What follows belongs to an exercise in optimizing a design on an open flow for small area, a short achievable clock period and few clock cycles per item; a production flow would make more cautious choices. RTL that was checked went through simulation tests only; none was proved equivalent to the original. The RTL of runs 3 to 6 was laid out without a check of its function. No activity file was given, so power comes from the tool's default toggle rates.

--- flow/design.v ---
`timescale 1ns / 1ps
package scit_pkg;
	localparam int NUM_SECTORS = 256;
	localparam int IDX_W       = $clog2(NUM_SECTORS);
	localparam int CNT_W       = IDX_W;
	localparam int CMD_W    = 2;
	localparam int SECTOR_W = 8;
	localparam int ID_W     = 32;
	typedef logic [CMD_W-1:0] cmd_code_t;
	localparam cmd_code_t CMD_SET   = 2'd0;
	localparam cmd_code_t CMD_QUERY = 2'd1;
	localparam cmd_code_t CMD_INIT  = 2'd2;
endpackage
`timescale 1ns / 1ps
module scit_ctrl
(
	input  logic clk,
	input  logic arst_n,
	input  logic in_valid,
	output logic in_stall,
	output logic out_valid,
	input  logic out_stall,
	output logic load
);
	logic out_valid_q;
	assign in_stall  = out_valid_q && out_stall;
	assign load      = !in_stall;
	assign out_valid = out_valid_q;
	always_ff @(posedge clk or negedge arst_n) begin
		if (!arst_n)
			out_valid_q <= 1'b0;
		else
			out_valid_q <= in_valid || in_stall;
	end
endmodule
`timescale 1ns / 1ps
module scit_dp
(
	input  logic                          clk,
	input  logic                          arst_n,
	input  logic                          accept,
	input  logic                          load,
	input  logic                          cfg_we,
	input  logic [scit_pkg::ID_W-1:0]     cfg_wdata,
	input  logic [scit_pkg::CMD_W-1:0]    command,
	input  logic [scit_pkg::SECTOR_W-1:0] sector,
	input  logic [scit_pkg::ID_W-1:0]     change_id,
	output logic [scit_pkg::ID_W-1:0]     sector_id,
	output logic                          cleared,
	output logic                          all_done,
	output logic                          bad_sector
);
	localparam int NS = scit_pkg::NUM_SECTORS;
	logic [scit_pkg::ID_W-1:0]  min_id_q;
	logic [scit_pkg::ID_W-1:0]  cur_id_q;
	logic                       pend_v_q;
	logic [NS-1:0]              raw_q;
	logic [scit_pkg::CNT_W-1:0] cnt_q;
	logic                       hit_q;
	logic                       last_q;
	logic                       upd_set_q;
	logic                       upd_clr_q;
	logic [scit_pkg::SECTOR_W-1:0] upd_sec_q;
	logic                       rd_raw;
	logic                       rd_fwd;
	logic qflag_q;
	logic cleared_q;
	logic all_done_q;
	logic is_set, is_query, is_init;
	logic newer, same, init_ok;
	logic pend_s;
	logic set_all, clr_en, hit;
	logic [15:0] dec_hi, dec_lo;
	assign last_q = hit_q ? (cnt_q == scit_pkg::CNT_W'(2)) : (cnt_q == scit_pkg::CNT_W'(1));
	assign is_set   = (command == scit_pkg::CMD_SET);
	assign is_query = (command == scit_pkg::CMD_QUERY);
	assign is_init  = (command == scit_pkg::CMD_INIT);
	logic min_gt, min_eq;
	scit_cmp u_cmp_new (.a(change_id), .b(cur_id_q), .gt(newer),  .eq(same));
	scit_cmp u_cmp_min (.a(min_id_q),  .b(cur_id_q), .gt(min_gt), .eq(min_eq));
	assign init_ok = min_gt || min_eq;
	assign rd_raw  = raw_q[sector];
	assign rd_fwd  = (upd_set_q || rd_raw) && !(upd_clr_q && (sector == upd_sec_q));
	assign pend_s  = pend_v_q && rd_fwd;
	assign set_all = accept && is_set && newer;
	assign clr_en  = accept && is_set && (newer || same);
	assign hit     = is_set && same && pend_s;
	always_comb begin
		dec_hi = '0;
		dec_lo = '0;
		dec_hi[upd_sec_q[7:4]] = upd_clr_q;
		dec_lo[upd_sec_q[3:0]] = 1'b1;
	end
	always_ff @(posedge clk) begin
		for (int i = 0; i < NS; i++)
			raw_q[i] <= (upd_set_q || raw_q[i]) && !(dec_hi[i/16] && dec_lo[i%16]);
		upd_set_q <= set_all;
		upd_clr_q <= clr_en;
		upd_sec_q <= sector;
		if (set_all)
			cnt_q <= '1;
		else
			cnt_q <= cnt_q - scit_pkg::CNT_W'(hit_q);
		hit_q <= accept && hit;
		if (load) begin
			qflag_q    <= is_query && !pend_s;
			cleared_q  <= is_set && (newer || (same && pend_s));
			all_done_q <= hit && last_q;
		end
	end
	always_ff @(posedge clk or negedge arst_n) begin
		if (!arst_n) begin
			min_id_q <= '0;
			cur_id_q <= '0;
			pend_v_q <= 1'b0;
		end else begin
			if (cfg_we)
				min_id_q <= cfg_wdata;
			if (set_all) begin
				cur_id_q <= change_id;
				pend_v_q <= 1'b1;
			end else if (accept && is_init && init_ok) begin
				cur_id_q <= min_id_q;
				pend_v_q <= 1'b0;
			end
		end
	end
	assign sector_id  = qflag_q ? cur_id_q : '0;
	assign cleared    = cleared_q;
	assign all_done   = all_done_q;
	assign bad_sector = 1'b0;
endmodule
module scit_cmp
(
	input  logic [scit_pkg::ID_W-1:0] a,
	input  logic [scit_pkg::ID_W-1:0] b,
	output logic                      gt,
	output logic                      eq
);
	assign gt = (a > b);
	assign eq = (a == b);
endmodule
`timescale 1ns / 1ps
module sector_change_id_tracker
(
	input  logic                          clk,
	input  logic                          arst_n,
	input  logic                          cfg_we,
	input  logic [scit_pkg::ID_W-1:0]     cfg_wdata,
	input  logic                          in_valid,
	output logic                          in_stall,
	input  logic [scit_pkg::CMD_W-1:0]    command,
	input  logic [scit_pkg::SECTOR_W-1:0] sector,
	input  logic [scit_pkg::ID_W-1:0]     change_id,
	output logic                          out_valid,
	input  logic                          out_stall,
	output logic [scit_pkg::ID_W-1:0]     sector_id,
	output logic                          cleared,
	output logic                          all_done,
	output logic                          bad_sector
);
	logic load;
	scit_ctrl u_ctrl (
		.clk       (clk),
		.arst_n    (arst_n),
		.in_valid  (in_valid),
		.in_stall  (in_stall),
		.out_valid (out_valid),
		.out_stall (out_stall),
		.load      (load)
	);
	scit_dp u_dp (
		.clk        (clk),
		.arst_n     (arst_n),
		.accept     (in_valid && load),
		.load       (load),
		.cfg_we     (cfg_we),
		.cfg_wdata  (cfg_wdata),
		.command    (command),
		.sector     (sector),
		.change_id  (change_id),
		.sector_id  (sector_id),
		.cleared    (cleared),
		.all_done   (all_done),
		.bad_sector (bad_sector)
	);
endmodule
--- flow/flow/run.sh ---
#!/bin/bash
# The standard layout (the standard.sh, standard synthesis unchanged), with
# the port buffers made from buf_2 cells instead of the delay buffers that
# buffer_ports picks by default. The full make output goes to standard.log.
set -euo pipefail
bash standard.sh "BUFFER_PORTS_ARGS=-buffer_cell sky130_fd_sc_hd__buf_2" finish > standard.log 2>&1
--- flow/standard.sh ---
#!/bin/bash
# synth_recipe.tcl (not shown) runs the flow's synth.tcl, then flattens the netlist and writes it again
# the make line also repeats each setting of config.mk as NAME=value (left out here)
make -C /OpenROAD-flow-scripts/flow DESIGN_CONFIG=/design/flow/config.mk WORK_HOME=/design/flow/orfs CLKGATE_MAP_FILE= SYNTH_SCRIPT=/design/flow/synth_recipe.tcl "${@:-finish}"
--- flow/config.mk ---
export PLATFORM = sky130hd
export DESIGN_NAME = sector_change_id_tracker
export DESIGN_NICKNAME = sector_change_id_tracker
export VERILOG_FILES = /design/flow/design.v
export SDC_FILE = /design/flow/constraint.sdc
export NUM_CORES = 4
export LEC_CHECK = 0
export CAP_MARGIN = 20
export CORE_MARGIN = 2
export CORE_UTILIZATION = 50
export PLACE_DENSITY = 0.65
export SETUP_SLACK_MARGIN = 1.8
export SLEW_MARGIN = 20
export SYNTH_HIERARCHICAL = 1
export TNS_END_PERCENT = 0
--- flow/constraint.sdc ---
create_clock -name core_clock -period 4.0 [get_ports {clk}]
set_input_delay 0.8000 -clock core_clock [delete_from_list [all_inputs] [get_ports {clk}]]
set_output_delay 0.8000 -clock core_clock [all_outputs]
set_load 0.01 [all_outputs]
==> results.py, run 1 <==
metrics = {
    "cts": {
        "cts.sinks": 344,
        "numCtsBuffers": 38,
        "cts.clk_slew.worst_paths_ns": 0.06,
        "h-tree-depth": 2,
        "clockRootBuffer": "clkbuf_16",
        "cts_buffer_depth": 3,
        "clk_latency_ns": 0.53,
        "tritoncts": "built",
    },
    "global_routing": {
        "antenna_found_initial": 1,
        "grt_max_degree": 196,
        "overflow": 0,
        "grt_pass1_vias": 11700,
        "grt_first_pass_wirelength_mm": 65.2,
        "grt_usage_pct": 25.0,
    },
    "synthesis": {
        "synth_cells": 1426,
        "synth_seq_cells": 344,
        "synth_edf_count": 3,
        "syn-num-nets": 1576,
        "yosysWarnings": 8,
        "async_reset_ff_share_pct": 19.2,
        "synth_ff_type": "dfxtp_1",
        "syn_area_per_cell_sq_um": 11.0,
        "synth_area_sq_um": 15600,
        "yosysSeqAreaShare_pct": 46.3,
        "ys_types": 63,
    },
    "sta": {
        "min_period_ns": 2.60,
        "setup_viol": 0,
        "fin_tns_setup_ns": 0,
        "rsz0062_at_grt": "yes",
        "max_slew_margin_pct": 25.9,
        "slew_viol_final": 0,
        "finalHoldViolCount": 0,
        "tightestPinTransition_ns": 1.11,
        "fmaxAchievable_ghz": 0.385,
        "worst_clock_skew_ns": 0.0144,
        "fin_crit_sh_pct": 64.9,
    },
    "die": {
        "dieArea_sq_um": 32700,
        "core_sq_um": 30700,
        "fp-row-count": 64,
        "start_util_pct": 51.0,
        "boundaryPins": 116,
        "die_h_um": 181,
        "die_w_um": 181,
    },
    "run_status": {
        "status": "no timing/DRC/antenna violations",
    },
    "worst_setup_path": {
        "crit_fanout": 8,
        "critPathTopFamily": "simple AND/OR/NAND/NOR gates",
        "cp-start-kind": "flip-flop",
        "path_class": "reg -> reg",
        "cpPeakStageDelay_ns": 0.39,
        "slowest_stage": "dfrtp_1",
        "path_cells": "inv_1, ha_4, and4_4, nand3_2, a211o_1, a31o_1, a21oi_2, nor2_2, nor3_2, buf_6, nor2_4, clkbuf_16, nand2_1, nand2_1",
        "arrival_ns": 3.00,
        "end_kind": "flip-flop",
        "critPathRequiredTime_ns": 4.40,
        "cpMostUsedCell": "nand2_1",
        "crit_buf_inv": 3,
    },
    "finish": {
        "layout-drive-gt1-share_pct": 24.8,
        "area_growth_pct": 18.4,
        "fin_cells": 1951,
        "num-nets-final": 1675,
        "n_antenna_cell": 0,
    },
    "detailed_routing": {
        "dr.pass1.iters": 5,
        "wire_per_inst_um": 21.7,
        "ant_nets": 0,
        "num_vias": 12000,
        "drc": 0,
        "vias_per_cell": 6.13,
        "first_iter_violations": 900,
        "routed_wl_mm": 42.4,
    },
    "run": {
        "maxCapViolCount": 0,
    },
    "placement": {
        "dp.cells": 1843,
        "place.gp.congestion": 0.831,
        "portBuffers": 114,
        "dp.final_hpwl_mm": 25.4,
    },
    "worst_hold_path": {
        "min_path_type": "reg -> reg",
    },
    "pwr": {
        "p_per_area_nw_per_um2": 675,
        "leakagePower_nw": 7.55,
        "ir_worst_vdd_mv": 0.487,
    },
}
## cell families (layout without fill, tap and decap cells)
group                    count (synthesis)  in the layout  share of synthesized area, %
XOR/XNOR                                15             15                         0.840
other                                    1              1                        0.0240
adder cells (fa/ha/maj)                 71             71                          5.68
flip-flops                             344            344                          46.3
multiplexers                           128            128                          12.6
AO/OA/AOI/OAI                          381            381                          19.8
buffers and inverters                  191            320                          4.91
AND/OR/NAND/NOR                        295            295                          9.72
## sequential cells by signal, indices dropped and copies added (netlist names), 8 cells and up
name / count
u_dp.raw_q: 256
u_dp.cnt_q: 8
u_dp.cur_id_q: 32
u_dp.min_id_q: 32
u_dp.upd_sec_q: 8
## modules after synthesis (local to each module, per instance)
| module | cells inside | area [sq um] |
|---|---|---|
| scit_cmp | 115 | 870 |
| scit_dp | 1191 | 13800 |
| scit_ctrl | 4 | 42.5 |
| sector_change_id_tracker | 1 | 6.26 |
## layout make-up
cell class	count	area, sq um
clock inverters	7	86.3
multi-input cells	891	7960
inverters	83	314
repair buffers	167	1220
flip-flops and latches	344	7250
well taps	396	495
fillers	2556	12200
clock buffers	63	1190
## timing repair
| action | 4_1_cts | 5_1_grt |
|---|---|---|
| hold buffers | 0 | 0 |
| buffers inserted | 21 | 11 |
| gates resized for setup | 41 | 27 |
| endpoints found under the setup margin | 318 | 334 |
| pin swaps | 9 | 17 |
| gates cloned | 3 | 3 |
## metrics by stage
step                hold slack, ns  power (mW)  worst slack, ns  utilization [%]  instance area, sq um
floorplan                    0.453        7.74             1.16                -                 15700
global placement             0.458        8.41            0.700             53.7                 16500
detailed placement           0.466        8.55            0.633             53.7                 16500
CTS                          0.479        12.3             1.46             59.4                 18200
global route                 0.485        13.2             1.29             60.4                 18500
finish                       0.475        12.5             1.40             60.4                 18500
## cells in the mapped netlist, drive strengths merged (18+ instances only)
cell type / n / area share [%]
dfxtp: 275 / 35
o22a: 256 / 14
nand2: 152 / 3.8
clkbuf: 85 / 2.0
inv: 81 / 1.9
ha: 71 / 5.7
dfrtp: 66 / 11
mux4: 52 / 7.5
mux2i: 40 / 2.6
a22oi: 39 / 1.9
and2: 36 / 1.4
mux2: 36 / 2.6
a21oi: 30 / 1.0
nand3: 27 / 0.86
buf: 23 / 0.88
nor2: 18 / 0.43
## power breakdown
group          switching (mW)  internal [mW]
clock network            1.42           2.10
registers               0.699           4.62
logic                    1.57           2.09
total                    3.68           8.82
## placed cells by master, fill, tap and decap left out, types with 4 or more instances in the layout
| cell | instances |
|---|---|
| inv_1 | 75 |
| buf_4 | 36 |
| clkbuf_16 | 43 |
| o31ai_1 | 4 |
| nand4_1 | 9 |
| dfxtp_1 | 274 |
| mux4_2 | 52 |
| clkbuf_1 | 13 |
| nand2_2 | 13 |
| nand3_1 | 24 |
| dfrtp_1 | 66 |
| nand2_1 | 136 |
| mux2i_1 | 40 |
| xnor2_1 | 11 |
| nor4_4 | 4 |
| ha_4 | 13 |
| nor3_1 | 7 |
| nor2b_1 | 6 |
| o22a_1 | 256 |
| a221oi_1 | 4 |
| nor2_1 | 16 |
| buf_2 | 112 |
| inv_2 | 6 |
| nand2b_1 | 8 |
| nand4_2 | 4 |
| a21oi_1 | 28 |
| clkbuf_8 | 10 |
| and2_1 | 35 |
| ha_1 | 58 |
| a22oi_1 | 39 |
| o21ai_0 | 12 |
| buf_6 | 4 |
| mux2_2 | 35 |
| buf_12 | 6 |
| xor2_1 | 4 |
| a221oi_2 | 5 |
| and3_1 | 5 |
## worst register-to-register path: cells and delay by family (launching register included)
kind / cells / cell delay [ns]
adders and majority gates: 1 / 0.28
AOI/OAI and AO/OA: 3 / 0.60
buffers and inverters: 3 / 0.41
and+or+nand+nor: 7 / 0.81
DFF: 1 / 0.39
## worst paths after layout
path	startpoint	end	slack [ns]	depth (start not counted)
min reg2reg	u_dp.raw_q[108]	u_dp.raw_q[108]	0.47	1
max	u_dp.cur_id_q[14]	u_dp.cur_id_q[23]	1.40	14
max reg2reg	u_dp.cur_id_q[14]	u_dp.cur_id_q[23]	1.40	14
max in group asynchronous	arst_n	u_dp.min_id_q[5]	2.95	2
min in group asynchronous	arst_n	u_dp.min_id_q[21]	0.48	2
min	u_dp.raw_q[108]	u_dp.raw_q[108]	0.47	1
## metal layers
metal / track usage (%) / vias to the layer above / wire [um]
met2: 41.8 / 375 / 20100
met5: 0 / - / 0
met4: 6.32 / 0 / 990
met3: 3.69 / 65 / 2660
li1: - / 5519 / -
met1: 34.0 / 6006 / 18600
Testbench counts, summed over its fixed seeds: cycles 32,776, items 32,768.
==> inputs of run 2 (changes only) <==
--- a/flow/config.mk
+++ b/flow/config.mk
@@ -8,6 +8,7 @@
 export CAP_MARGIN = 20
 export CORE_MARGIN = 2
-export CORE_UTILIZATION = 50
-export PLACE_DENSITY = 0.65
+export CORE_UTILIZATION = 55
+export CTS_CLUSTER_DIAMETER = 50
+export CTS_CLUSTER_SIZE = 30
 export SETUP_SLACK_MARGIN = 1.8
 export SLEW_MARGIN = 20
==> run 2 against run 1 <==
Net effect:
- critical endpoint is now u_dp.raw_q[193]
- clock skew grew 0.018 ns
- setup slack got worse by 0.16 ns
- critical path depth is 9 lower
- die area is 8.9% lower
- count of clock-buffer cells in the layout down 23
- total power decreased by 2.5%
- clock power is 1% lower
- hold slack lost 0.091 ns
- still clean
- synthesized cell count is the same
- design area fell by 2.4%
- via count fell by 2.1%
- global-route usage increased by 2.3 points
==> results.py, run 2 <==
metrics = {
    "run_status": {
        "status": "no timing/DRC/antenna violations",
    },
    "synthesis": {
        "yosys.area.top_type": "dfxtp_1",
        "synth_ff_type": "dfxtp_1",
        "synth_seq_cells": 344,
        "synth_cells": 1426,
        "yosysSeqAreaShare_pct": 46.3,
        "synth_edf_count": 3,
        "synth_area_leaders": "dfxtp_1, o22a_1, dfrtp_1",
        "ys_types": 63,
        "synth_area_sq_um": 15600,
        "syn-num-nets": 1576,
        "synth_most_common_cell": "dfxtp_1",
        "ys_top_cells_by_count": "dfxtp_1, o22a_1, nand2_1",
        "async_reset_ff_share_pct": 19.2,
        "yosysWarnings": 8,
        "synth.top_cell.area_share_pct": 35.2,
        "syn_area_per_cell_sq_um": 11.0,
    },
    "cts": {
        "numCtsBuffers": 35,
        "cts.clk_slew.worst_paths_ns": 0.07,
        "cts_buffer_depth": 3,
        "clockRootBuffer": "clkbuf_16",
        "cts.sinks": 344,
        "h-tree-depth": 2,
        "tritoncts": "built",
        "clk_latency_ns": 0.54,
    },
    "global_routing": {
        "grt_max_degree": 111,
        "grt_first_pass_wirelength_mm": 64.5,
        "grt_usage_pct": 27.3,
        "antenna_found_initial": 1,
        "overflow": 0,
        "grt_pass1_vias": 11400,
    },
    "finish": {
        "largest_register": "u_dp.raw_q",
        "num-nets-final": 1657,
        "layout-drive-gt1-share_pct": 23.0,
        "largest_reg_flops": 256,
        "final_cell_mix": "dfxtp_1, o22a_1, nand2_1, buf_2, inv_1",
        "area_growth_pct": 15.6,
        "fillCellCount": 2265,
        "mostFrequentLayoutCell": "dfxtp_1",
        "final_area_sq_um": 18100,
        "seq_area_sq_um": 7250,
        "top_regs": "u_dp.raw_q x256, u_dp.cur_id_q x32, u_dp.min_id_q x32",
        "multiInputGateArea_sq_um": 7780,
        "fin_cells": 1912,
    },
    "pwr": {
        "p_switching_mw": 3.69,
        "seqPwrFrac_pct": 43.7,
        "ir_worst_vdd_mv": 0.579,
        "p_sw_share_pct": 30.3,
        "total_power_mw": 12.2,
        "clock_power_share_pct": 28.4,
        "p_per_area_nw_per_um2": 674,
        "leakagePower_nw": 7.39,
        "combPwrFrac_pct": 27.9,
        "intPower_mw": 8.49,
    },
    "worst_setup_path": {
        "arrival_ns": 3.16,
        "timing.rr.start": "u_dp.upd_sec_q[1]",
        "cpPeakStageDelay_ns": 0.79,
        "setup.worst_path.start": "u_dp.upd_sec_q[1]",
        "end_kind": "flip-flop",
        "crit_buf_inv": 1,
        "rr_worst_depth": 5,
        "rr_endpoint": "u_dp.raw_q[193]",
        "path_cells": "inv_1, ha_1, o31ai_1, nand2_1, o22a_1",
        "critPathTopFamily": "compound AO/OA/AOI/OAI gates",
        "path_class": "reg -> reg",
        "cp-start-kind": "flip-flop",
        "cp-endpoint": "u_dp.raw_q[193]",
        "cp.depth": 5,
        "ff2ff_setup_slack_ns": 1.24,
        "critPathRequiredTime_ns": 4.40,
        "slowest_stage": "nand2_1",
        "crit_fanout": 16,
    },
    "placement": {
        "dp.final_hpwl_mm": 25.7,
        "place_area_sq_um": 16400,
        "place.gp.congestion": 0.813,
        "portBuffers": 114,
        "dp.cells": 1830,
    },
    "sta": {
        "tightestPinTransition_ns": 1.11,
        "fmaxAchievable_ghz": 0.362,
        "min_period_ns": 2.76,
        "hold_ws_ns": 0.383,
        "max_slew_margin_pct": 25.7,
        "fin_tns_setup_ns": 0,
        "worst_clock_skew_ns": 0.0324,
        "setup_viol": 0,
        "rsz0062_at_grt": "yes",
        "finalHoldViolCount": 0,
        "fin_crit_sh_pct": 69.0,
        "slew_viol_final": 0,
    },
    "detailed_routing": {
        "dr.pass1.iters": 5,
        "num_vias": 11700,
        "vias_per_cell": 6.13,
        "wire_per_inst_um": 21.5,
        "drc": 0,
        "routed_wl_mm": 41.0,
        "ant_nets": 0,
        "first_iter_violations": 802,
    },
    "die": {
        "die_h_um": 173,
        "boundaryPins": 116,
        "die_w_um": 173,
        "start_util_pct": 56.1,
        "dieArea_sq_um": 29800,
        "core_sq_um": 27900,
        "fp-row-count": 61,
    },
    "run": {
        "maxCapViolCount": 0,
    },
    "worst_hold_path": {
        "min_path_type": "in -> async",
    },
}
==> run 2: cell types whose count changed in the layout (fill, tap and decap cells not counted), moves of 6 or more <==
| cell | change |
|---|---|
| clkbuf_1 | -12 |
| buf_4 | -11 |
| ha_1 | +10 |
| ha_4 | -10 |
| clkbuf_8 | -8 |
| inv_6 | +8 |
| clkbuf_16 | -6 |
==> run 2: final cells by class <==
cell class | count | area share [%]
antenna | 1 | 0.0138
clock buffer | 40 | 5.30
clock inverter | 23 | 1.58
inverter | 83 | 1.79
multi-input combinational | 891 | 43.1
sequential | 344 | 40.1
tap | 378 | 2.62
timing repair buffer | 152 | 5.51
==> run 2: worst register-to-register path, delay by kind of cell (launching register included) <==
family,cells,cell delay (ns)
adder cells (fa/ha/maj),1,0.29
buffers and inverters,1,0.12
AO/OA/AOI/OAI,2,0.96
AND/OR/NAND/NOR,1,0.79
flip-flops,1,0.46
==> run 2: kinds of logic (layout without fill, tap and decap cells) <==
| family | Yosys count | in the layout | share of synthesized area (%) |
|---|---|---|---|
| simple gates | 295 | 295 | 9.72 |
| flops | 344 | 344 | 46.3 |
| compound gates | 381 | 381 | 19.8 |
| mux | 128 | 128 | 12.6 |
| other cells | 1 | 2 | 0.0240 |
| buf+inv | 191 | 298 | 4.91 |
| xor+xnor | 15 | 15 | 0.840 |
| fa+ha+maj | 71 | 71 | 5.68 |
==> run 2: stage by stage <==
step	setup slack, ns	utilization [%]
6_report	1.24	64.9
5_1_grt	1.15	64.9
4_1_cts	1.34	64.8
3_5_place_dp	0.545	59.0
3_3_place_gp	0.593	59.0
2_1_floorplan	1.16	-
==> run 2: how the worst min path moves through the flow <==
stage	to	slack, ns	cells past startpoint	startpoint
5_1_grt	u_dp.min_id_q[17]	0.43	1	arst_n
4_1_cts	u_dp.cur_id_q[28]	0.39	1	arst_n
3_5_place_dp	u_dp.raw_q[156]	0.46	1	u_dp.raw_q[156]
6_report	u_dp.cur_id_q[19]	0.38	1	arst_n
2_1_floorplan	u_dp.raw_q[100]	0.45	1	u_dp.raw_q[100]
3_3_place_gp	u_dp.raw_q[111]	0.46	1	u_dp.raw_q[111]
==> run 2: per-layer routing <==
metal | GRT usage (%) | routed length, um
met1 | 36.6 | 18300
met2 | 46.3 | 19700
met3 | 3.89 | 1990
met4 | 7.66 | 949
met5 | 0 | 0
==> run 2: what timing repair did <==
item / in CTS / in global routing
setup endpoints to repair: 324 / 335
setup buffers: 15 / 0
pin swaps: 17 / 3
hold buffers: 0 / 0
resized for setup: 37 / 2
gates cloned: 3 / 0
==> run 2: modules after synthesis (local to each module, per instance) <==
module | flip-flops and latches | cell area (sq um) | cells
scit_dp | 343 | 13800 | 1191
scit_ctrl | 1 | 42.5 | 4
scit_cmp | 0 | 870 | 115
sector_change_id_tracker | 0 | 6.26 | 1
==> run 2: power groups by stage <==
stage	registers, mW	clock network, mW	logic [mW]
floorplan	5.15	0	2.59
global placement	5.34	0	3.08
detailed placement	5.39	0	3.17
CTS	5.30	3.51	3.42
global route	5.47	3.66	3.78
finish	5.32	3.47	3.40
==> inputs of run 3 (changes only) <==
--- a/flow/design.v
+++ b/flow/design.v
@@ -60,6 +60,6 @@
 	logic                       last_q;
 	logic                       upd_set_q;
-	logic                       upd_clr_q;
-	logic [scit_pkg::SECTOR_W-1:0] upd_sec_q;
+	logic [3:0]                 upd_lo_q;
+	logic [15:0]                upd_hi_q;
 	logic                       rd_raw;
 	logic                       rd_fwd;
@@ -81,5 +81,5 @@
 	assign init_ok = min_gt || min_eq;
 	assign rd_raw  = raw_q[sector];
-	assign rd_fwd  = (upd_set_q || rd_raw) && !(upd_clr_q && (sector == upd_sec_q));
+	assign rd_fwd  = (upd_set_q || rd_raw) && !(upd_hi_q[sector[7:4]] && (sector[3:0] == upd_lo_q));
 	assign pend_s  = pend_v_q && rd_fwd;
 	assign set_all = accept && is_set && newer;
@@ -89,6 +89,6 @@
 		dec_hi = '0;
 		dec_lo = '0;
-		dec_hi[upd_sec_q[7:4]] = upd_clr_q;
-		dec_lo[upd_sec_q[3:0]] = 1'b1;
+		dec_hi = upd_hi_q;
+		dec_lo[upd_lo_q] = 1'b1;
 	end
 	always_ff @(posedge clk) begin
@@ -96,6 +96,7 @@
 			raw_q[i] <= (upd_set_q || raw_q[i]) && !(dec_hi[i/16] && dec_lo[i%16]);
 		upd_set_q <= set_all;
-		upd_clr_q <= clr_en;
-		upd_sec_q <= sector;
+		upd_lo_q <= sector[3:0];
+		upd_hi_q <= '0;
+		upd_hi_q[sector[7:4]] <= clr_en;
 		if (set_all)
 			cnt_q <= '1;
--- a/flow/config.mk
+++ b/flow/config.mk
@@ -9,6 +9,4 @@
 export CORE_MARGIN = 2
 export CORE_UTILIZATION = 55
-export CTS_CLUSTER_DIAMETER = 50
-export CTS_CLUSTER_SIZE = 30
 export SETUP_SLACK_MARGIN = 1.8
 export SLEW_MARGIN = 20
==> run 3 against run 2 <==
Net effect:
- highest routed layer unchanged
- fmax up 3.7%
- critical endpoint is now u_dp.cur_id_q[18]
- total power up 2.1%
- setup slack better by 0.099 ns
==> results.py, run 3 <==
metrics = {
    "global_routing": {
        "grt_max_degree": 131,
        "overflow": 0,
        "grt_pass1_vias": 11900,
        "grt_usage_pct": 28.3,
        "antenna_found_initial": 0,
        "grt_first_pass_wirelength_mm": 67.3,
    },
    "worst_setup_path": {
        "critPathRequiredTime_ns": 4.41,
        "arrival_ns": 3.07,
        "path_cells": "inv_1, ha_4, nand4_4, nor3_4, a21boi_4, o41ai_4, a31oi_1, nor2_1, nor3_2, buf_6, nor2_4, buf_12, buf_16, nand2_1, nand2_1",
        "slowest_stage": "dfrtp_1",
        "cpPeakStageDelay_ns": 0.41,
        "crit_buf_inv": 4,
        "rr_worst_depth": 15,
        "path_class": "reg -> reg",
        "cp-endpoint": "u_dp.cur_id_q[18]",
        "timing.rr.start": "u_dp.cur_id_q[15]",
        "rr_endpoint": "u_dp.cur_id_q[18]",
        "cpMostUsedCell": "nand2_1",
        "end_kind": "flip-flop",
        "critPathTopFamily": "simple AND/OR/NAND/NOR gates",
        "cp.depth": 15,
        "setup.worst_path.start": "u_dp.cur_id_q[15]",
        "crit_fanout": 16,
        "ff2ff_setup_slack_ns": 1.34,
        "cp-start-kind": "flip-flop",
    },
    "finish": {
        "mostFrequentLayoutCell": "nor2_1",
        "top_regs": "u_dp.raw_q x256, u_dp.cur_id_q x32, u_dp.min_id_q x32",
        "final_cell_mix": "nor2_1, dfxtp_1, a21oi_1, buf_2, nand2_1",
        "area_growth_pct": 17.6,
        "largest_register": "u_dp.raw_q",
        "fin_util_pct": 65.5,
        "layout-drive-gt1-share_pct": 23.3,
        "largest_reg_flops": 256,
        "num-nets-final": 1885,
        "fin_cells": 2147,
        "n_antenna_cell": 0,
    },
    "detailed_routing": {
        "wire_per_inst_um": 20.2,
        "ant_nets": 0,
        "dr.pass1.iters": 5,
        "vias_per_cell": 5.78,
        "first_iter_violations": 1007,
        "routed_wl_mm": 43.4,
        "drc": 0,
        "num_vias": 12400,
    },
    "die": {
        "start_util_pct": 55.7,
        "dieArea_sq_um": 30400,
        "core_sq_um": 28600,
        "die_w_um": 174,
        "die_h_um": 174,
        "fp-row-count": 62,
        "boundaryPins": 116,
    },
    "sta": {
        "worst_clock_skew_ns": 0.0241,
        "fin_crit_sh_pct": 66.5,
        "max_slew_margin_pct": 33.8,
        "setup_viol": 0,
        "fmaxAchievable_ghz": 0.376,
        "min_period_ns": 2.66,
        "slew_viol_final": 0,
        "finalHoldViolCount": 0,
        "fin_tns_setup_ns": 0,
        "tightestPinTransition_ns": 0.993,
        "rsz0062_at_grt": "yes",
    },
    "synthesis": {
        "syn-num-nets": 1809,
        "synth_xor_area_share_pct": 0.769,
        "ys_types": 59,
        "yosys.area_share.simple_pct": 14.3,
        "synth_cells": 1659,
        "synth-compound-area-share_pct": 13.3,
        "synth.top_cell.area_share_pct": 35.9,
        "syn_area_per_cell_sq_um": 9.61,
        "synth_most_common_cell": "nor2_1",
        "synth_seq_cells": 355,
        "synth_area_leaders": "dfxtp_1, dfrtp_1, mux4_2",
        "synth_ff_type": "dfxtp_1",
        "synth_edf_count": 3,
        "synth_area_sq_um": 15900,
        "yosysWarnings": 8,
        "yosysSeqAreaShare_pct": 46.8,
        "yosys.area.top_type": "dfxtp_1",
        "ys_top_cells_by_count": "nor2_1, dfxtp_1, a21oi_1",
        "synthAdderAreaFrac_pct": 5.57,
        "synth_mux_area_share_pct": 13.9,
        "synth_top_family_by_area": "simple AND/OR/NAND/NOR gates",
        "async_reset_ff_share_pct": 18.6,
    },
    "pwr": {
        "total_power_mw": 12.4,
        "p_per_area_nw_per_um2": 663,
        "ir_worst_vdd_mv": 0.630,
        "leakagePower_nw": 7.85,
    },
    "cts": {
        "cts.sinks": 355,
        "h-tree-depth": 2,
        "numCtsBuffers": 39,
        "clk_latency_ns": 0.54,
        "cts.clk_slew.worst_paths_ns": 0.06,
        "cts_buffer_depth": 3,
        "tritoncts": "built",
        "clockRootBuffer": "clkbuf_16",
    },
    "placement": {
        "portBuffers": 114,
        "place.gp.congestion": 0.864,
        "dp.final_hpwl_mm": 26.8,
        "dp.cells": 2049,
    },
    "run_status": {
        "status": "no timing/DRC/antenna violations",
    },
    "run": {
        "maxCapViolCount": 0,
    },
    "worst_hold_path": {
        "min_path_type": "in -> async",
    },
}
-- run 3: cell count changes in the layout (fill, tap and decap cells not counted), moves of 18 or more --
cell / change
nor2_1: +274
nand2_1: -46
mux4_2: +18
o22a_1: -256
buf_4: +19
mux2i_1: -26
a21oi_1: +251
-- run 3: through the flow --
stage               hold slack (ns)  area [sq um]  setup slack, ns
global route                  0.376         18800             1.16
finish                        0.336         18800             1.34
detailed placement            0.474         16700            0.467
floorplan                     0.457         16000             1.23
global placement              0.470         16700            0.481
CTS                           0.349         18500             1.41
-- run 3: what timing repair did --
action                                  CTS  global route
resized for setup                        33            33
gates cloned                              5             0
hold buffers                              0             0
pin swaps                                18            15
setup buffers                            17             7
endpoints found under the setup margin  283           342
endpoints found under the hold margin     0             0
-- run 3: how the worst min path moves through the flow --
stage / start / endpoint / slack [ns] / cells after the start
3_3_place_gp: u_dp.raw_q[225] / u_dp.raw_q[225] / 0.47 / 2
5_1_grt: arst_n / u_dp.min_id_q[6] / 0.38 / 1
2_1_floorplan: u_dp.cnt_q[5] / u_dp.cnt_q[5] / 0.46 / 2
6_report: arst_n / u_dp.cur_id_q[1] / 0.34 / 1
3_5_place_dp: u_dp.raw_q[124] / u_dp.raw_q[124] / 0.47 / 2
4_1_cts: arst_n / u_dp.min_id_q[6] / 0.35 / 1
-- run 3: modules after synthesis, one instance, submodules excluded --
module	area (sq um)	flops+latches
scit_cmp	840	0
scit_dp	14200	354
scit_ctrl	42.5	1
sector_change_id_tracker	6.26	0
-- run 3: cell families after synthesis --
| group | Yosys count |
|---|---|
| multiplexers | 124 |
| adder cells (fa/ha/maj) | 71 |
| AO/OA/AOI/OAI | 369 |
| buffers and inverters | 211 |
| XOR/XNOR | 14 |
| flip-flops | 355 |
| AND/OR/NAND/NOR | 514 |
| other | 1 |
-- run 3: cell type report --
cell class | instances | area [sq um]
Tap cell | 384 | 480
Clock buffer | 54 | 1090
Timing Repair Buffer | 171 | 1220
Inverter | 75 | 283
Clock inverter | 15 | 163
Sequential cell | 355 | 7470
Multi-Input combinational cell | 1093 | 8040
Fill cell | 2338 | 9870
-- run 3: routing by layer --
metal	track usage, %	share of wire [%]	vias up	routed length [um]
li1	-	-	5909	-
met1	38.6	43	6033	18700
met2	47.1	48	397	20900
met3	4.09	6.3	72	2720
met4	7.81	2.6	0	1120
met5	0	0	-	0
-- run 3: power by group --
| part | switching, mW | internal (mW) | total [mW] | leakage, nW |
|---|---|---|---|---|
| clock network | 1.46 | 2.06 | 3.52 | 0.622 |
| logic | 1.68 | 1.77 | 3.45 | 4.05 |
| registers | 0.731 | 4.74 | 5.47 | 3.18 |
==> inputs of run 4 (changes only) <==
--- a/flow/design.v
+++ b/flow/design.v
@@ -76,8 +76,9 @@
 	assign is_query = (command == scit_pkg::CMD_QUERY);
 	assign is_init  = (command == scit_pkg::CMD_INIT);
-	logic min_gt, min_eq;
+	logic le_q, le_cfg, le_new;
 	scit_cmp u_cmp_new (.a(change_id), .b(cur_id_q), .gt(newer),  .eq(same));
-	scit_cmp u_cmp_min (.a(min_id_q),  .b(cur_id_q), .gt(min_gt), .eq(min_eq));
-	assign init_ok = min_gt || min_eq;
+	scit_le  u_le_cfg  (.a(cur_id_q),  .b(cfg_wdata), .le(le_cfg));
+	scit_le  u_le_new  (.a(change_id), .b(min_id_q),  .le(le_new));
+	assign init_ok = le_q;
 	assign rd_raw  = raw_q[sector];
 	assign rd_fwd  = (upd_set_q || rd_raw) && !(upd_hi_q[sector[7:4]] && (sector[3:0] == upd_lo_q));
@@ -115,7 +116,14 @@
 			cur_id_q <= '0;
 			pend_v_q <= 1'b0;
+			le_q     <= 1'b1;
 		end else begin
 			if (cfg_we)
 				min_id_q <= cfg_wdata;
+			if (cfg_we)
+				le_q <= le_cfg;
+			else if (set_all)
+				le_q <= le_new;
+			else if (accept && is_init && init_ok)
+				le_q <= 1'b1;
 			if (set_all) begin
 				cur_id_q <= change_id;
@@ -141,4 +149,22 @@
 	assign gt = (a > b);
 	assign eq = (a == b);
+endmodule
+module scit_le
+(
+	input  logic [scit_pkg::ID_W-1:0] a,
+	input  logic [scit_pkg::ID_W-1:0] b,
+	output logic                      le
+);
+	logic [scit_pkg::ID_W-1:0] g, p;
+	always_comb begin
+		g = a & ~b;
+		p = a | ~b;
+		for (int w = 1; w < scit_pkg::ID_W; w = w * 2)
+			for (int i = 0; i < scit_pkg::ID_W; i = i + 2 * w) begin
+				g[i] = g[i + w] | (p[i + w] & g[i]);
+				p[i] = p[i + w] & p[i];
+			end
+	end
+	assign le = !g[0];
 endmodule
 `timescale 1ns / 1ps
==> run 4 against run 3 <==
Net effect:
- flip-flop and latch count grew 1
- still clean
- register-to-register slack improved by 0.08 ns
- cell count is 6.5% higher
- synthesized area increased by 4.1%
- largest cell class unchanged
- routed wire length is 5.3% higher
==> results.py, run 4 <==
metrics = {
    "synthesis": {
        "synth_seq_cells": 356,
        "syn-num-nets": 1911,
        "synth.top_cell.area_share_pct": 34.5,
        "ys_top_cells_by_count": "nor2_1, a21oi_1, dfxtp_1",
        "yosys.area.top_type": "dfxtp_1",
        "synth_area_leaders": "dfxtp_1, dfrtp_1, a21oi_1",
        "syn_area_per_cell_sq_um": 9.26,
        "synth_ff_type": "dfxtp_1",
        "synth_cells": 1793,
        "synth_area_sq_um": 16600,
        "yosysSeqAreaShare_pct": 45.1,
        "yosysWarnings": 9,
        "synth_edf_count": 3,
        "ys_types": 79,
        "synth_most_common_cell": "nor2_1",
        "async_reset_ff_share_pct": 18.8,
    },
    "worst_setup_path": {
        "cp-start-kind": "input pin",
        "critPathTopFamily": "buffers and inverters",
        "cpPeakStageDelay_ns": 0.38,
        "crit_fanout": 17,
        "critPathRequiredTime_ns": 4.27,
        "slowest_stage": "buf_2",
        "crit_buf_inv": 2,
        "arrival_ns": 2.86,
        "path_class": "in -> reg",
        "path_cells": "buf_2, buf_4, mux4_2, o211ai_1, and4_1, a31oi_1, a32oi_4, o21ai_1",
        "end_kind": "flip-flop",
    },
    "run": {
        "maxCapViolCount": 0,
    },
    "global_routing": {
        "grt_pass1_vias": 12800,
        "overflow": 0,
        "grt_first_pass_wirelength_mm": 71.6,
        "antenna_found_initial": 0,
        "grt_max_degree": 175,
        "grt_usage_pct": 29.1,
    },
    "run_status": {
        "status": "no timing/DRC/antenna violations",
    },
    "placement": {
        "portBuffers": 114,
        "dp.final_hpwl_mm": 29.1,
        "place.gp.congestion": 0.875,
        "dp.cells": 2186,
    },
    "cts": {
        "clockRootBuffer": "clkbuf_16",
        "tritoncts": "built",
        "postCtsHoldBufs": 0,
        "clk_latency_ns": 0.54,
        "cts_buffer_depth": 3,
        "h-tree-depth": 2,
        "cts.clk_slew.worst_paths_ns": 0.06,
        "numCtsBuffers": 39,
        "cts.sinks": 356,
    },
    "die": {
        "dieArea_sq_um": 31600,
        "fp-row-count": 63,
        "start_util_pct": 55.9,
        "die_w_um": 178,
        "boundaryPins": 116,
        "core_sq_um": 29700,
        "die_h_um": 178,
    },
    "sta": {
        "min_period_ns": 2.59,
        "worst_clock_skew_ns": 0.0173,
        "tightestPinTransition_ns": 0.959,
        "finalHoldViolCount": 0,
        "rsz0062_at_grt": "yes",
        "fin_crit_sh_pct": 64.8,
        "slew_viol_final": 0,
        "setup_viol": 0,
        "fmaxAchievable_ghz": 0.386,
        "max_slew_margin_pct": 36.1,
        "fin_tns_setup_ns": 0,
    },
    "finish": {
        "area_growth_pct": 15.8,
        "fillCellCount": 2514,
        "layout-drive-gt1-share_pct": 19.8,
        "num-nets-final": 1988,
        "final_cell_mix": "nor2_1, a21oi_1, dfxtp_1, buf_2, mux2i_1",
        "multiInputGateArea_sq_um": 8460,
        "largest_register": "u_dp.raw_q",
        "largest_reg_flops": 256,
        "seq_area_sq_um": 7500,
        "fin_cells": 2287,
        "mostFrequentLayoutCell": "nor2_1",
        "n_antenna_cell": 0,
        "top_regs": "u_dp.raw_q x256, u_dp.cur_id_q x32, u_dp.min_id_q x32",
    },
    "detailed_routing": {
        "ant_nets": 0,
        "wire_per_inst_um": 20.0,
        "drc": 0,
        "first_iter_violations": 1224,
        "vias_per_cell": 5.82,
        "routed_wl_mm": 45.7,
        "dr.pass1.iters": 5,
        "num_vias": 13300,
    },
    "pwr": {
        "ir_worst_vdd_mv": 0.410,
        "leakagePower_nw": 8.17,
        "p_per_area_nw_per_um2": 674,
    },
    "worst_hold_path": {
        "min_path_type": "in -> async",
    },
}
==> run 4: repair_timing <==
item	in CTS	in global routing
gates cloned	3	0
endpoints found under the setup margin	274	294
buffers inserted	30	0
gates resized for setup	45	4
pin swaps	11	0
==> run 4: per-layer routing <==
layer	up-vias	GRT usage, %	share of wire, %
li1	6389	-	-
met2	392	49.0	48
met4	0	10.1	3.4
met5	-	0	0
met1	6445	38.7	44
met3	83	3.62	5.3
==> run 4: through the flow <==
stage | total power, mW | setup slack [ns] | hold slack, ns | instance area [sq um] | utilization, %
global route | 13.8 | 1.27 | 0.457 | 19200 | 64.7
floorplan | 8.23 | 1.31 | 0.461 | 16700 | -
global placement | 9.04 | 0.400 | 0.471 | 17400 | 58.5
CTS | 13.0 | 1.48 | 0.424 | 19200 | 64.6
detailed placement | 9.15 | 0.413 | 0.474 | 17400 | 58.5
finish | 13.0 | 1.41 | 0.402 | 19200 | 64.7
==> run 4: per-module statistics from Yosys, one instance, submodules excluded <==
module / flip-flops and latches / copies in the design
scit_cmp: 0 / 1
scit_ctrl: 1 / 1
scit_dp: 355 / 1
scit_le: 0 / 2
sector_change_id_tracker: 0 / 1
==> run 4: layout make-up <==
class,instances,area share (%)
Clock inverter,10,0.618
Tap cell,390,2.54
Sequential cell,356,39.0
Inverter,79,1.55
Timing Repair Buffer,176,6.56
Clock buffer,58,5.76
Multi-Input combinational cell,1218,44.0
==> run 4: worst paths after layout <==
check / depth (start not counted) / endpoint / slack [ns] / startpoint
hold / removal: 1 / u_dp.cur_id_q[13] / 0.40 / arst_n
setup reg to reg: 11 / u_dp.upd_hi_q[7] / 1.42 / u_dp.cur_id_q[3]
setup / recovery: 8 / u_dp.cleared_q / 1.41 / sector[3]
min in group core_clock: 2 / u_dp.raw_q[54] / 0.48 / u_dp.raw_q[54]
max in group asynchronous: 2 / u_dp.cur_id_q[2] / 2.82 / arst_n
hold reg to reg: 2 / u_dp.raw_q[54] / 0.48 / u_dp.raw_q[54]
==> run 4: power breakdown <==
| part | switching (mW) | internal [mW] | total, mW | leakage, nW |
|---|---|---|---|---|
| sequential | 0.793 | 4.98 | 5.77 | 3.21 |
| combinational | 1.81 | 1.90 | 3.71 | 4.37 |
| clock | 1.44 | 2.05 | 3.49 | 0.596 |
==> run 4: cell families after synthesis <==
family	Yosys count	share of synthesized area, %
buffers and inverters	219	5.52
flip-flops	356	45.1
AO/OA/AOI/OAI	423	14.8
multiplexers	169	14.3
XOR/XNOR	11	0.580
AND/OR/NAND/NOR	565	16.1
adder cells (fa/ha/maj)	49	3.54
other	1	0.0226
==> inputs of run 5 (changes only) <==
--- a/flow/design.v
+++ b/flow/design.v
@@ -60,6 +60,6 @@
 	logic                       last_q;
 	logic                       upd_set_q;
-	logic [3:0]                 upd_lo_q;
-	logic [15:0]                upd_hi_q;
+	logic                       upd_clr_q;
+	logic [scit_pkg::SECTOR_W-1:0] upd_sec_q;
 	logic                       rd_raw;
 	logic                       rd_fwd;
@@ -82,5 +82,5 @@
 	assign init_ok = le_q;
 	assign rd_raw  = raw_q[sector];
-	assign rd_fwd  = (upd_set_q || rd_raw) && !(upd_hi_q[sector[7:4]] && (sector[3:0] == upd_lo_q));
+	assign rd_fwd  = (upd_set_q || rd_raw) && !(upd_clr_q && (sector == upd_sec_q));
 	assign pend_s  = pend_v_q && rd_fwd;
 	assign set_all = accept && is_set && newer;
@@ -90,6 +90,6 @@
 		dec_hi = '0;
 		dec_lo = '0;
-		dec_hi = upd_hi_q;
-		dec_lo[upd_lo_q] = 1'b1;
+		dec_hi[upd_sec_q[7:4]] = upd_clr_q;
+		dec_lo[upd_sec_q[3:0]] = 1'b1;
 	end
 	always_ff @(posedge clk) begin
@@ -97,7 +97,6 @@
 			raw_q[i] <= (upd_set_q || raw_q[i]) && !(dec_hi[i/16] && dec_lo[i%16]);
 		upd_set_q <= set_all;
-		upd_lo_q <= sector[3:0];
-		upd_hi_q <= '0;
-		upd_hi_q[sector[7:4]] <= clr_en;
+		upd_clr_q <= clr_en;
+		upd_sec_q <= sector;
 		if (set_all)
 			cnt_q <= '1;
==> run 5 against run 4 <==
Net effect:
- hold slack lost 0.11 ns
- synthesized cell count decreased by 14%
- clock power up 4%
- critical endpoint is now u_dp.raw_q[194]
==> results.py, run 5 <==
metrics = {
    "cts": {
        "postCtsHoldBufs": 0,
        "cts.clk_slew.worst_paths_ns": 0.06,
        "clk_latency_ns": 0.54,
        "cts_buffer_depth": 3,
        "clockRootBuffer": "clkbuf_16",
        "tritoncts": "built",
        "numCtsBuffers": 38,
        "h-tree-depth": 2,
        "cts.sinks": 345,
    },
    "synthesis": {
        "yosysSeqAreaShare_pct": 44.7,
        "yosysWarnings": 9,
        "synth.top_cell.area_share_pct": 33.8,
        "synth_ff_type": "dfxtp_1",
        "synth_edf_count": 3,
        "yosys.area.top_type": "dfxtp_1",
        "syn_area_per_cell_sq_um": 10.6,
        "synthAdderAreaFrac_pct": 3.61,
        "synth_cells": 1536,
        "synth_mux_area_share_pct": 13.4,
        "async_reset_ff_share_pct": 19.4,
        "synth_xor_area_share_pct": 1.02,
        "ys_top_cells_by_count": "dfxtp_1, o22a_1, mux2i_1",
        "syn-num-nets": 1654,
        "synth_area_sq_um": 16300,
        "synth_area_leaders": "dfxtp_1, o22a_1, dfrtp_1",
        "synth_seq_cells": 345,
        "synth_top_family_by_area": "compound AO/OA/AOI/OAI gates",
        "synth-compound-area-share_pct": 21.8,
        "synth_most_common_cell": "dfxtp_1",
        "yosys.area_share.simple_pct": 10.3,
        "ys_types": 83,
    },
    "placement": {
        "place_area_sq_um": 17100,
        "place.gp.congestion": 0.849,
        "pre_cts_slack_ns": 0.503,
        "dp.final_hpwl_mm": 27.9,
        "portBuffers": 114,
    },
    "sta": {
        "rsz0062_at_grt": "yes",
        "slew_viol_final": 0,
        "hold_ws_ns": 0.295,
        "min_period_ns": 2.53,
        "setup_viol": 0,
        "fin_crit_sh_pct": 63.2,
        "worst_clock_skew_ns": 0.0244,
        "max_slew_margin_pct": 32.7,
        "fmaxAchievable_ghz": 0.396,
        "fin_tns_setup_ns": 0,
        "finalHoldViolCount": 0,
        "tightestPinTransition_ns": 1.01,
        "setup_ws_ns": 1.47,
    },
    "finish": {
        "num-nets-final": 1751,
        "area_growth_pct": 16.5,
        "final_cell_mix": "dfxtp_1, o22a_1, buf_2, mux2i_1, nand2_1",
        "final_area_sq_um": 19000,
        "largest_register": "u_dp.raw_q",
        "n_antenna_cell": 0,
        "layout-drive-gt1-share_pct": 21.7,
        "largest_reg_flops": 256,
        "top_regs": "u_dp.raw_q x256, u_dp.cur_id_q x32, u_dp.min_id_q x32",
        "mostFrequentLayoutCell": "dfxtp_1",
    },
    "worst_setup_path": {
        "arrival_ns": 2.94,
        "path_class": "reg -> reg",
        "cp-start-kind": "flip-flop",
        "end_kind": "flip-flop",
        "crit_fanout": 16,
        "critPathRequiredTime_ns": 4.41,
    },
    "global_routing": {
        "grt_max_degree": 112,
        "grt_usage_pct": 27.3,
        "overflow": 0,
        "antenna_found_initial": 1,
        "grt_first_pass_wirelength_mm": 66.5,
        "grt_pass1_vias": 11900,
    },
    "die": {
        "start_util_pct": 56.2,
        "dieArea_sq_um": 31000,
        "fp-row-count": 62,
        "boundaryPins": 116,
        "core_sq_um": 28900,
        "die_h_um": 176,
        "die_w_um": 176,
    },
    "pwr": {
        "ir_worst_vdd_mv": 0.510,
        "total_power_mw": 12.9,
        "p_per_area_nw_per_um2": 683,
        "leakagePower_nw": 7.90,
    },
    "detailed_routing": {
        "vias_per_cell": 6.15,
        "num_vias": 12600,
        "ant_nets": 0,
        "dr.pass1.iters": 5,
        "first_iter_violations": 960,
        "drc": 0,
        "routed_wl_mm": 43.5,
        "wire_per_inst_um": 21.2,
    },
    "run_status": {
        "status": "no timing/DRC/antenna violations",
    },
    "run": {
        "maxCapViolCount": 0,
    },
    "worst_hold_path": {
        "min_path_type": "in -> async",
    },
}
## run 5: changes by cell type in the layout (fill, tap and decap cells not counted), moves of 9 or more
| cell | change |
|---|---|
| dfxtp_1 | -11 |
| mux2i_1 | +27 |
| nand2_2 | +13 |
| nand2_1 | +19 |
| o21ai_0 | +9 |
| xor2_1 | +9 |
| o22a_1 | +257 |
| a22oi_1 | +15 |
| nor2_1 | -268 |
| a21oi_1 | -260 |
| mux4_2 | -22 |
## run 5: cells by family (layout without fill, tap and decap cells)
family | count (synthesis) | in the layout
AOI/OAI and AO/OA | 443 | 443
xor gates and xnor gates | 19 | 19
adders and majority gates | 49 | 49
buffers and inverters | 198 | 324
DFF | 345 | 345
muxes | 174 | 174
other | 1 | 1
and+or+nand+nor | 307 | 307
## run 5: worst paths after layout
check / from / endpoint / slack (ns) / cells after the start
max in group asynchronous: arst_n / u_dp.le_q / 2.92 / 2
hold / removal: arst_n / u_dp.min_id_q[22] / 0.30 / 1
setup reg to reg: u_dp.upd_sec_q[4] / u_dp.raw_q[194] / 1.47 / 5
min in group core_clock: u_dp.raw_q[44] / u_dp.raw_q[44] / 0.48 / 1
setup / recovery: u_dp.upd_sec_q[4] / u_dp.raw_q[194] / 1.47 / 5
hold reg to reg: u_dp.raw_q[44] / u_dp.raw_q[44] / 0.48 / 1
## run 5: where the power goes
group | switching (mW) | total [mW] | internal, mW | leakage [nW]
Clock | 1.43 | 3.64 | 2.20 | 0.656
Sequential | 0.831 | 5.69 | 4.86 | 3.12
Combinational | 1.50 | 3.61 | 2.11 | 4.13
Total | 3.77 | 12.9 | 9.17 | 7.90
## run 5: area by class of cell
type                    count  area, sq um
clock inverters            13          175
flip-flops and latches    345         7280
clock buffers              56         1150
fillers                  2350         9980
well taps                 384          480
repair buffers            169         1210
inverters                  86          340
multi-input cells         993         8310
## run 5: per-layer routing
metal	routed length (um)	GRT usage, %	share of wire, %
met1	19700	37.6	45
met2	20200	44.8	46
met3	2080	3.55	4.8
met4	1420	9.09	3.3
met5	16	0	0.037
## run 5: timing repair
item,in CTS,in global routing
pin swaps,2,9
gates resized for setup,20,37
endpoints found under the setup margin,325,328
cloned,1,3
setup buffers,9,18
## run 5: through the flow
step	std cells	utilization, %
floorplan	1536	-
global placement	1945	59.0
detailed placement	1945	59.0
CTS	2024	64.2
global route	2046	65.5
finish	2046	65.5
## run 5: Yosys stat by module (local to each module, per instance)
module / cells inside / flip-flops and latches
scit_cmp: 115 / 0
scit_ctrl: 4 / 1
scit_dp: 1226 / 344
scit_le: 95 / 0
sector_change_id_tracker: 1 / 0
## run 5: worst max-delay path: stages, from the launching register on
cell,delay (ns)
dfxtp_1,0.46
inv_1,0.10
ha_1,0.36
nor3b_1,0.56
nand2_1,0.59
o22a_1,0.32
==> inputs of run 6 (changes only) <==
--- a/flow/design.v
+++ b/flow/design.v
@@ -54,4 +54,9 @@
 	logic [scit_pkg::ID_W-1:0]  min_id_q;
 	logic [scit_pkg::ID_W-1:0]  cur_id_q;
+	logic [scit_pkg::ID_W-1:0]  last_id_q;
+	logic [scit_pkg::ID_W-1:0]  cur_eff;
+	logic                       upd_new_q;
+	logic                       upd_init_q;
+	logic                       init_go;
 	logic                       pend_v_q;
 	logic [NS-1:0]              raw_q;
@@ -76,9 +81,9 @@
 	assign is_query = (command == scit_pkg::CMD_QUERY);
 	assign is_init  = (command == scit_pkg::CMD_INIT);
-	logic le_q, le_cfg, le_new;
-	scit_cmp u_cmp_new (.a(change_id), .b(cur_id_q), .gt(newer),  .eq(same));
-	scit_le  u_le_cfg  (.a(cur_id_q),  .b(cfg_wdata), .le(le_cfg));
-	scit_le  u_le_new  (.a(change_id), .b(min_id_q),  .le(le_new));
-	assign init_ok = le_q;
+	assign cur_eff = upd_new_q ? last_id_q : (upd_init_q ? min_id_q : cur_id_q);
+	assign newer   = (change_id > cur_eff);
+	assign same    = (change_id == cur_eff);
+	assign init_ok = (cur_eff <= min_id_q);
+	assign init_go = accept && is_init && init_ok;
 	assign rd_raw  = raw_q[sector];
 	assign rd_fwd  = (upd_set_q || rd_raw) && !(upd_clr_q && (sector == upd_sec_q));
@@ -99,4 +104,5 @@
 		upd_clr_q <= clr_en;
 		upd_sec_q <= sector;
+		last_id_q <= change_id;
 		if (set_all)
 			cnt_q <= '1;
@@ -113,23 +119,18 @@
 		if (!arst_n) begin
 			min_id_q <= '0;
-			cur_id_q <= '0;
-			pend_v_q <= 1'b0;
-			le_q     <= 1'b1;
+			cur_id_q   <= '0;
+			upd_new_q  <= 1'b0;
+			upd_init_q <= 1'b0;
+			pend_v_q   <= 1'b0;
 		end else begin
 			if (cfg_we)
 				min_id_q <= cfg_wdata;
-			if (cfg_we)
-				le_q <= le_cfg;
-			else if (set_all)
-				le_q <= le_new;
-			else if (accept && is_init && init_ok)
-				le_q <= 1'b1;
-			if (set_all) begin
-				cur_id_q <= change_id;
+			cur_id_q   <= cur_eff;
+			upd_new_q  <= set_all;
+			upd_init_q <= init_go;
+			if (set_all)
 				pend_v_q <= 1'b1;
-			end else if (accept && is_init && init_ok) begin
-				cur_id_q <= min_id_q;
+			else if (init_go)
 				pend_v_q <= 1'b0;
-			end
 		end
 	end
@@ -138,32 +139,4 @@
 	assign all_done   = all_done_q;
 	assign bad_sector = 1'b0;
-endmodule
-module scit_cmp
-(
-	input  logic [scit_pkg::ID_W-1:0] a,
-	input  logic [scit_pkg::ID_W-1:0] b,
-	output logic                      gt,
-	output logic                      eq
-);
-	assign gt = (a > b);
-	assign eq = (a == b);
-endmodule
-module scit_le
-(
-	input  logic [scit_pkg::ID_W-1:0] a,
-	input  logic [scit_pkg::ID_W-1:0] b,
-	output logic                      le
-);
-	logic [scit_pkg::ID_W-1:0] g, p;
-	always_comb begin
-		g = a & ~b;
-		p = a | ~b;
-		for (int w = 1; w < scit_pkg::ID_W; w = w * 2)
-			for (int i = 0; i < scit_pkg::ID_W; i = i + 2 * w) begin
-				g[i] = g[i + w] | (p[i + w] & g[i]);
-				p[i] = p[i + w] & p[i];
-			end
-	end
-	assign le = !g[0];
 endmodule
 `timescale 1ns / 1ps
--- a/flow/config.mk
+++ b/flow/config.mk
@@ -11,4 +11,3 @@
 export SETUP_SLACK_MARGIN = 1.8
 export SLEW_MARGIN = 20
-export SYNTH_HIERARCHICAL = 1
-export TNS_END_PERCENT = 0
+export TNS_END_PERCENT = 20
==> run 6 against run 5 <==
Net effect:
- setup slack worse by 0.53 ns
- die area rose by 1.4%
- register-to-register slack worse by 0.53 ns
- synthesized area up 1.4%
- sequential share of layout area rose by 1.6 points
- clock skew grew 0.00072 ns
- total power increased by 1.8%
- via count down 3.5%
- first-iteration DRC count shrank 6.4%
- routed wire length is essentially flat
==> results.py, run 6 <==
metrics = {
    "worst_setup_path": {
        "path_class": "reg -> reg",
        "ff2ff_setup_slack_ns": 0.94,
        "end_kind": "flip-flop",
        "critPathRequiredTime_ns": 4.40,
        "arrival_ns": 3.45,
        "cp-start-kind": "flip-flop",
        "crit_fanout": 8,
    },
    "sta": {
        "hold_ws_ns": 0.287,
        "finalHoldViolCount": 0,
        "min_period_ns": 3.06,
        "fin_crit_sh_pct": 76.4,
        "setup_viol": 0,
        "tightestPinTransition_ns": 0.866,
        "fmaxAchievable_ghz": 0.327,
        "worst_clock_skew_ns": 0.0252,
        "max_slew_margin_pct": 42.3,
        "slew_viol_final": 0,
        "rsz0062_at_grt": "yes",
        "fin_tns_setup_ns": 0,
    },
    "global_routing": {
        "grt_first_pass_wirelength_mm": 67.2,
        "overflow": 0,
        "grt_max_degree": 98,
        "antenna_found_initial": 0,
        "grt_usage_pct": 27.6,
        "grt_pass1_vias": 11900,
    },
    "finish": {
        "layout-drive-gt1-share_pct": 24.7,
        "n_antenna_cell": 0,
        "largest_register": "u_dp.raw_q",
        "mostFrequentLayoutCell": "dfxtp_1",
        "final_cell_mix": "dfxtp_1, o22a_1, nand2_1, buf_2, inv_1",
        "area_growth_pct": 20.6,
        "largest_reg_flops": 256,
        "num-nets-final": 1721,
    },
    "die": {
        "die_w_um": 177,
        "boundaryPins": 116,
        "die_h_um": 177,
        "start_util_pct": 55.8,
        "fp-row-count": 63,
        "core_sq_um": 29600,
        "dieArea_sq_um": 31400,
    },
    "synthesis": {
        "synth_cells": 1465,
        "yosysWarnings": 2,
        "ys_types": 67,
        "yosysSeqAreaShare_pct": 48.1,
        "synth_most_common_cell": "dfxtp_1",
        "syn-num-nets": 1615,
        "syn_area_per_cell_sq_um": 11.3,
        "async_reset_ff_share_pct": 18.0,
        "yosys.area.top_type": "dfxtp_1",
        "synth.top_cell.area_share_pct": 37.3,
        "ys_top_cells_by_count": "dfxtp_1, o22a_1, nand2_1",
        "synth_area_leaders": "dfxtp_1, o22a_1, dfrtp_1",
        "synth_ff_type": "dfxtp_1",
        "synth_seq_cells": 378,
        "synth_area_sq_um": 16500,
        "synth_edf_count": 3,
    },
    "placement": {
        "portBuffers": 114,
        "dp.final_hpwl_mm": 26.5,
        "place.gp.congestion": 0.898,
    },
    "pwr": {
        "clock_power_share_pct": 28.4,
        "seqPwrFrac_pct": 43.1,
        "p_sw_share_pct": 28.2,
        "intPower_mw": 9.45,
        "p_switching_mw": 3.72,
        "combPwrFrac_pct": 28.6,
        "p_per_area_nw_per_um2": 662,
        "ir_worst_vdd_mv": 0.587,
        "leakagePower_nw": 8.00,
    },
    "detailed_routing": {
        "vias_per_cell": 6.10,
        "first_iter_violations": 899,
        "num_vias": 12100,
        "dr.pass1.iters": 5,
        "wire_per_inst_um": 21.8,
        "ant_nets": 0,
        "routed_wl_mm": 43.5,
        "drc": 0,
    },
    "run": {
        "maxCapViolCount": 0,
    },
    "cts": {
        "clockRootBuffer": "clkbuf_16",
        "h-tree-depth": 2,
        "numCtsBuffers": 41,
        "cts.clk_slew.worst_paths_ns": 0.06,
        "tritoncts": "built",
        "clk_latency_ns": 0.54,
        "cts_buffer_depth": 3,
        "postCtsHoldBufs": 0,
        "cts.sinks": 378,
    },
    "run_status": {
        "status": "no timing/DRC/antenna violations",
    },
    "worst_hold_path": {
        "min_path_type": "in -> async",
    },
}
==> run 6: logic make-up (layout without fill, tap and decap cells) <==
kind of cell             Yosys count  after routing  share of synthesized area (%)
XOR/XNOR                          20             20                           1.06
other                              1              1                         0.0227
flip-flops                       378            378                           48.1
multiplexers                     116            116                           12.0
AND/OR/NAND/NOR                  254            254                           7.64
buffers and inverters            191            327                           4.96
adder cells (fa/ha/maj)           71             71                           5.39
AO/OA/AOI/OAI                    434            434                           20.9
==> run 6: per-layer routing <==
metal  global-route usage, %  part of all wire (%)
met4                    8.33                   2.5
met2                    46.2                    49
met3                    4.19                   5.7
met5                       0                     0
met1                    37.0                    43
==> run 6: final cells by class <==
class                   count  area, sq um
well taps                 390          488
flip-flops and latches    378         7950
inverters                  77          289
repair buffers            177         1610
fillers                  2288         9670
clock buffers              59         1200
multi-input cells         896         8220
clock inverters            14          133
==> run 6: through the flow <==
| stage | cells | power (mW) | util (%) | setup slack [ns] | instance area, sq um |
|---|---|---|---|---|---|
| 2_1_floorplan | 1465 | 8.15 | - | 0.970 | 16600 |
| 3_3_place_gp | 1878 | 8.92 | 58.3 | 0.270 | 17200 |
| 3_5_place_dp | 1879 | 9.01 | 58.4 | 0.204 | 17300 |
| 4_1_cts | 1976 | 13.1 | 65.7 | 0.915 | 19400 |
| 5_1_grt | 1991 | 13.9 | 67.3 | 0.851 | 19900 |
| 6_report | 1991 | 13.2 | 67.3 | 0.944 | 19900 |
==> run 6: path summary, 6_finish.rpt <==
| check | start | end | depth (start not counted) |
|---|---|---|---|
| min | arst_n | u_dp.min_id_q[25] | 1 |
| min in group core_clock | change_id[25] | u_dp.last_id_q[25] | 1 |
| min reg2reg | u_dp.raw_q[57] | u_dp.raw_q[57] | 1 |
| max | u_dp.upd_init_q | u_dp.cnt_q[7] | 14 |
| max reg2reg | u_dp.upd_init_q | u_dp.cnt_q[7] | 14 |
| max in group asynchronous | arst_n | u_dp.min_id_q[11] | 2 |
==> run 6: power by group through the flow <==
stage | sequential [mW] | combinational [mW] | clock, mW
floorplan | 5.50 | 2.65 | 0
global placement | 5.71 | 3.21 | 0
detailed placement | 5.73 | 3.29 | 0
CTS | 5.65 | 3.69 | 3.80
global route | 5.81 | 4.15 | 3.97
finish | 5.67 | 3.76 | 3.73
==> run 6: repair_timing <==
action                     in CTS  in global routing
gates cloned                    5                  2
buffers inserted               19                 13
pin swaps                      35                 11
setup endpoints to repair     293                302
gates resized for setup       117                 78
==> run 6: critical path: stages (launching register included) <==
cell and delay [ns]:
dfrtp_2 0.44, buf_12 0.16, mux2i_1 0.12, o21a_1 0.19, ha_1 0.29, a21o_1 0.16
a21o_1 0.16, a221o_1 0.33, a221o_1 0.35, a21oi_4 0.19, a21oi_2 0.04, nor3_1 0.13
buf_4 0.17, buf_12 0.12, o21ai_0 0.06

static timing again, ports no longer ideal:
The flow's constraints put no driver on any port. The routed layouts listed below were extracted and timed again, unchanged, in two steps. Step 1, drivers: a clkbuf_16 drives clk and a buf_2 each remaining input, both assumed. Step 2 moves the port delays by t, midway between the first and last clock arrival at a register: inputs arrive t later, outputs are due t later. That takes back most of the time a late clock gives input paths. Three values: no drivers, after step 1, after step 2; two values: the first two.
run | shift t [ns] | slack for setup (ns) | worst setup path after step 2 | clock arrival spread, ns | worst register clock-pin slew, ns
run 1 | 0.570 | 1.402 / 1.402 / 0.867 | input to register | 0.018 / 0.018 | 0.06 / 0.06
run 2 | 0.575 | 1.239 / 1.239 / 0.756 | input to register | 0.038 / 0.037 | 0.08 / 0.08
run 3 | 0.582 | 1.339 / 1.336 / 0.754 | input to register | 0.024 / 0.024 | 0.06 / 0.06
run 4 | 0.581 | 1.407 / 1.356 / 0.776 | input to register | 0.017 / 0.017 | 0.06 / 0.06
run 5 | 0.579 | 1.472 / 1.402 / 0.823 | input to register | 0.031 / 0.030 | 0.06 / 0.06
run 6 | 0.587 | 0.944 / 0.944 / 0.448 | input to register | 0.025 / 0.025 | 0.06 / 0.06
After both steps setup and hold are still met in every run listed. For run 5, which loses most, drivers alone change the setup slack by -0.070 ns; drivers and shift together by -0.649 ns.
